From an optimization exercise on the open Yosys and OpenROAD flow, aimed at small area; shortcuts taken in it are not production practice. Power figures rest on the tool's default switching activity, not on a simulated workload. The flow treats the clock pin as an ideal source, which a real chip does not have.

run A:
==> flow/design.v (excerpt) <==
module gpio_32_top
(
  input  logic                PCLK,
  input  logic                PRESETn,
  input  logic                PSEL,
  input  logic                PENABLE,
  input  logic                PWRITE,
  input  logic [7:0]          PADDR,
  input  logic [31:0]         PWDATA,
  output logic [31:0]         PRDATA,
  output logic                PREADY,
  output logic                PSLVERR,
  input  logic [gpio_32_pkg::NUM_GPIO-1:0] gpio_in_raw,
  output logic [gpio_32_pkg::NUM_GPIO-1:0] gpio_out,
  output logic [gpio_32_pkg::NUM_GPIO-1:0] gpio_oe,
  output logic                gpio_irq
);
Settings: LEC_CHECK=0, CAP_MARGIN=10, CORE_MARGIN=2, CORE_UTILIZATION=70, CTS_CLUSTER_DIAMETER=60, CTS_CLUSTER_SIZE=30, SLEW_MARGIN=10, SYNTH_HIERARCHICAL=1, SYNTH_MINIMUM_KEEP_SIZE=0; clock period 10.0 ns.
standard.sh (not shown) runs the stock make flow with config.mk's settings and CLKGATE_MAP_FILE= SYNTH_SCRIPT=/design/flow/synth_recipe.tcl, a recipe that flattens the netlist after the stock synthesis.
==> flow/flow/run.sh <==
#!/bin/bash
# Layout flow: the standard synthesis unchanged, then the standard
# ORFS layout with these changes:
#   - ports are buffered with the smallest buffer (buf_1) instead of the
#     default choice;
#   - clock tree synthesis inserts no dummy loads (clkload cells);
#   - after floorplan, combinational cells that synthesis upsized are set back
#     to their smallest drive strength (flip-flops are left as they are);
#     the later repair steps upsize again wherever slew, load or timing need it.
# Each step's full output goes to its own log file in this folder.
set -euo pipefail
here=$(pwd)
bash standard.sh synth > "$here/flow_synth.log" 2>&1
bash standard.sh \
  "BUFFER_PORTS_ARGS=-buffer_cell sky130_fd_sc_hd__buf_1" \
  "POST_FLOORPLAN_TCL=$here/flow/downsize.tcl" \
  "CTS_ARGS=-sink_clustering_enable -repair_clock_nets -sink_clustering_size 40 -sink_clustering_max_diameter 60 -dont_use_dummy_load" \
  finish > "$here/flow_layout.log" 2>&1
==> flow/flow/downsize.tcl <==
# Set every combinational standard cell to the smallest drive strength of its
# family (same function and pins). Flip-flops keep the cell synthesis gave them.
set db [ord::get_db]
set block [[$db getChip] getBlock]
set n_swapped 0
set area_before 0.0
set area_after 0.0
foreach inst [$block getInsts] {
  set master [$inst getMaster]
  set name [$master getName]
  if {![regexp {^(sky130_fd_sc_hd__[a-z0-9]+)_([0-9]+)$} $name -> base size]} { continue }
  if {[regexp {df|dl|sdf|edf|tap|fill|decap|conb|clkbuf|clkinv|clkdly|dlygate|diode} $base]} { continue }
  set best ""
  set best_area 0
  foreach sz {0 1 2} {
    if {$sz >= $size} { break }
    set cand [$db findMaster "${base}_${sz}"]
    if {$cand eq "NULL" || $cand eq ""} { continue }
    set a [expr {[$cand getWidth] * [$cand getHeight]}]
    set cur [expr {[$master getWidth] * [$master getHeight]}]
    if {$a < $cur && ($best eq "" || $a <= $best_area)} {
      set best $cand
      set best_area $a
    }
  }
  if {$best ne ""} {
    set area_before [expr {$area_before + [$master getWidth] * [$master getHeight] / 1e6}]
    set area_after [expr {$area_after + $best_area / 1e6}]
    $inst swapMaster $best
    incr n_swapped
  }
}
puts "downsize: swapped $n_swapped instances, area $area_before -> $area_after um2"
### run A -> run B
-- flow/flow/run.sh --
<<< run A, line 15
  "BUFFER_PORTS_ARGS=-buffer_cell sky130_fd_sc_hd__buf_1" \
  "POST_FLOORPLAN_TCL=$here/flow/downsize.tcl" \
  "CTS_ARGS=-sink_clustering_enable -repair_clock_nets -sink_clustering_size 40 -sink_clustering_max_diameter 60 -dont_use_dummy_load" \
  finish > "$here/flow_layout.log" 2>&1
>>> run B, line 15
  "BUFFER_PORTS_ARGS=-buffer_cell sky130_fd_sc_hd__buf_1" \
  "POST_FLOORPLAN_TCL=$here/flow/downsize.tcl" \
  "CTS_ARGS=-sink_clustering_enable -repair_clock_nets -sink_clustering_size 25 -sink_clustering_max_diameter 110 -dont_use_dummy_load" \
  finish > "$here/flow_layout.log" 2>&1
==> comparison <==
Between run B and run A, the initial core utilization figures differ only marginally.
Relative to run A, transition time at the pin with the least slew margin decreased by 4.3 ps in run B.
Compared with run A, run B shows a synthesis-to-layout area growth that is 0.66 points lower.
Run A ended up with g_pin[23].u_db.cnt_r[5]$_DFF_P_ as its critical path capture point; run B ended up with g_pin[21].u_db.cnt_r[12]$_DFF_P_.
On via density per instance, run B tracks run A almost exactly.
The following lists how run C was set up differently from run B:
-- flow/flow/run.sh --
<<< run B, line 15
  "BUFFER_PORTS_ARGS=-buffer_cell sky130_fd_sc_hd__buf_1" \
  "POST_FLOORPLAN_TCL=$here/flow/downsize.tcl" \
  "CTS_ARGS=-sink_clustering_enable -repair_clock_nets -sink_clustering_size 25 -sink_clustering_max_diameter 110 -dont_use_dummy_load" \
  finish > "$here/flow_layout.log" 2>&1
>>> run C, line 15
  "BUFFER_PORTS_ARGS=-buffer_cell sky130_fd_sc_hd__buf_1" \
  "POST_FLOORPLAN_TCL=$here/flow/downsize.tcl" \
  "CTS_ARGS=-sink_clustering_enable -repair_clock_nets -sink_clustering_size 33 -sink_clustering_max_diameter 100 -dont_use_dummy_load" \
  finish > "$here/flow_layout.log" 2>&1
### Flow results
- The flow did not stop early for run C: all stages ran, and the layout cleared the timing, DRC and antenna checks.
- Per the comparison of run C with run B, post-synth net total did not really move, power per standard cell area went down, clock power went down, post-route core utilization went down.
For run D, these inputs were changed with respect to run C:
-- flow/flow/run.sh --
<<< run C, line 15
  "BUFFER_PORTS_ARGS=-buffer_cell sky130_fd_sc_hd__buf_1" \
  "POST_FLOORPLAN_TCL=$here/flow/downsize.tcl" \
  "CTS_ARGS=-sink_clustering_enable -repair_clock_nets -sink_clustering_size 33 -sink_clustering_max_diameter 100 -dont_use_dummy_load" \
  finish > "$here/flow_layout.log" 2>&1
>>> run D, line 15
  "BUFFER_PORTS_ARGS=-buffer_cell sky130_fd_sc_hd__buf_1" \
  "POST_FLOORPLAN_TCL=$here/flow/downsize.tcl" \
  "CTS_ARGS=-sink_clustering_enable -repair_clock_nets -sink_clustering_size 30 -sink_clustering_max_diameter 60 -dont_use_dummy_load" \
  finish > "$here/flow_layout.log" 2>&1
Notes after the runs:
In run D the total of clock buffers placed in the layout turned out 19 higher than in run C.
Run C ended up with g_pin[31].u_db.cnt_r[4]$_DFF_P_ as its worst setup path endpoint; run D ended up with g_pin[23].u_db.cnt_r[5]$_DFF_P_.
Summary of run D over run C: final-layout worst hold slack decreased by 25 ps relative to the old numbers, layout overhead on the synthesized area increased by 1.2 points relative to the old numbers.
[inputs] run E vs run D
-- flow/flow/run.sh --
<<< run D, line 15
  "BUFFER_PORTS_ARGS=-buffer_cell sky130_fd_sc_hd__buf_1" \
  "POST_FLOORPLAN_TCL=$here/flow/downsize.tcl" \
  "CTS_ARGS=-sink_clustering_enable -repair_clock_nets -sink_clustering_size 30 -sink_clustering_max_diameter 60 -dont_use_dummy_load" \
  finish > "$here/flow_layout.log" 2>&1
>>> run E, line 15
  "BUFFER_PORTS_ARGS=-buffer_cell sky130_fd_sc_hd__buf_1" \
  "POST_FLOORPLAN_TCL=$here/flow/downsize.tcl" \
  "CTS_ARGS=-sink_clustering_enable -repair_clock_nets -sink_clustering_size 30 -sink_clustering_max_diameter 75 -dont_use_dummy_load" \
  finish > "$here/flow_layout.log" 2>&1
[summary]
Side by side, sum of routed wire length over all layers turned out lower in run E than in run D.
Run E ends up with a met3 routed wirelength that is about 5.5% higher than in run D.
Run E against run D: time the final worst path needs with I/O delays and setup now smaller, detailed-routed wire length on met2 now smaller, headroom to the max-slew limit now larger.
| final cell count | run E vs run D | ≈ equal |
Per the comparison of run E with run D, post-layout utilization of the core went down by 0.50 points; internal power summed over all cells lost about 4%; total power draw now sits lower; peak clock frequency supported by timing now larger; final area has decreased.
Function was not checked in any run of this note: the RTL went through the layout flow alone.

[static timing again, ports no longer ideal]
No port has a modelled driver above. Below, the same layouts with a new extraction and two added sets of constraints.
Step 1, drivers: a clkbuf_16 drives PCLK and a buf_2 each remaining input, both assumed.
Step 2 adds t to the input delays and takes it off the output delays; t is the mean of the earliest and latest rising clock arrival at the registers after step 1. Input paths then give back, and output paths get back, about the clock's delay inside the block.
a / b / c = no drivers / after step 1 / after step 2; a / b = the first two.
run	t (ns)	setup slack, ns	worst setup path after step 2	worst register clock-pin slew, ns	cell pins on the clock port's net
run A	0.673	1.115 / 1.115 / 1.115	register to register	0.12 / 0.12	1
run B	0.655	1.175 / 1.175 / 1.175	register to register	0.10 / 0.10	1
run C	0.690	1.183 / 1.183 / 1.183	register to register	0.12 / 0.12	1
run D	0.667	1.137 / 1.137 / 1.137	register to register	0.11 / 0.11	1
run E	0.645	1.186 / 1.186 / 1.186	register to register	0.11 / 0.11	1
After both steps every run listed still meets setup and hold.
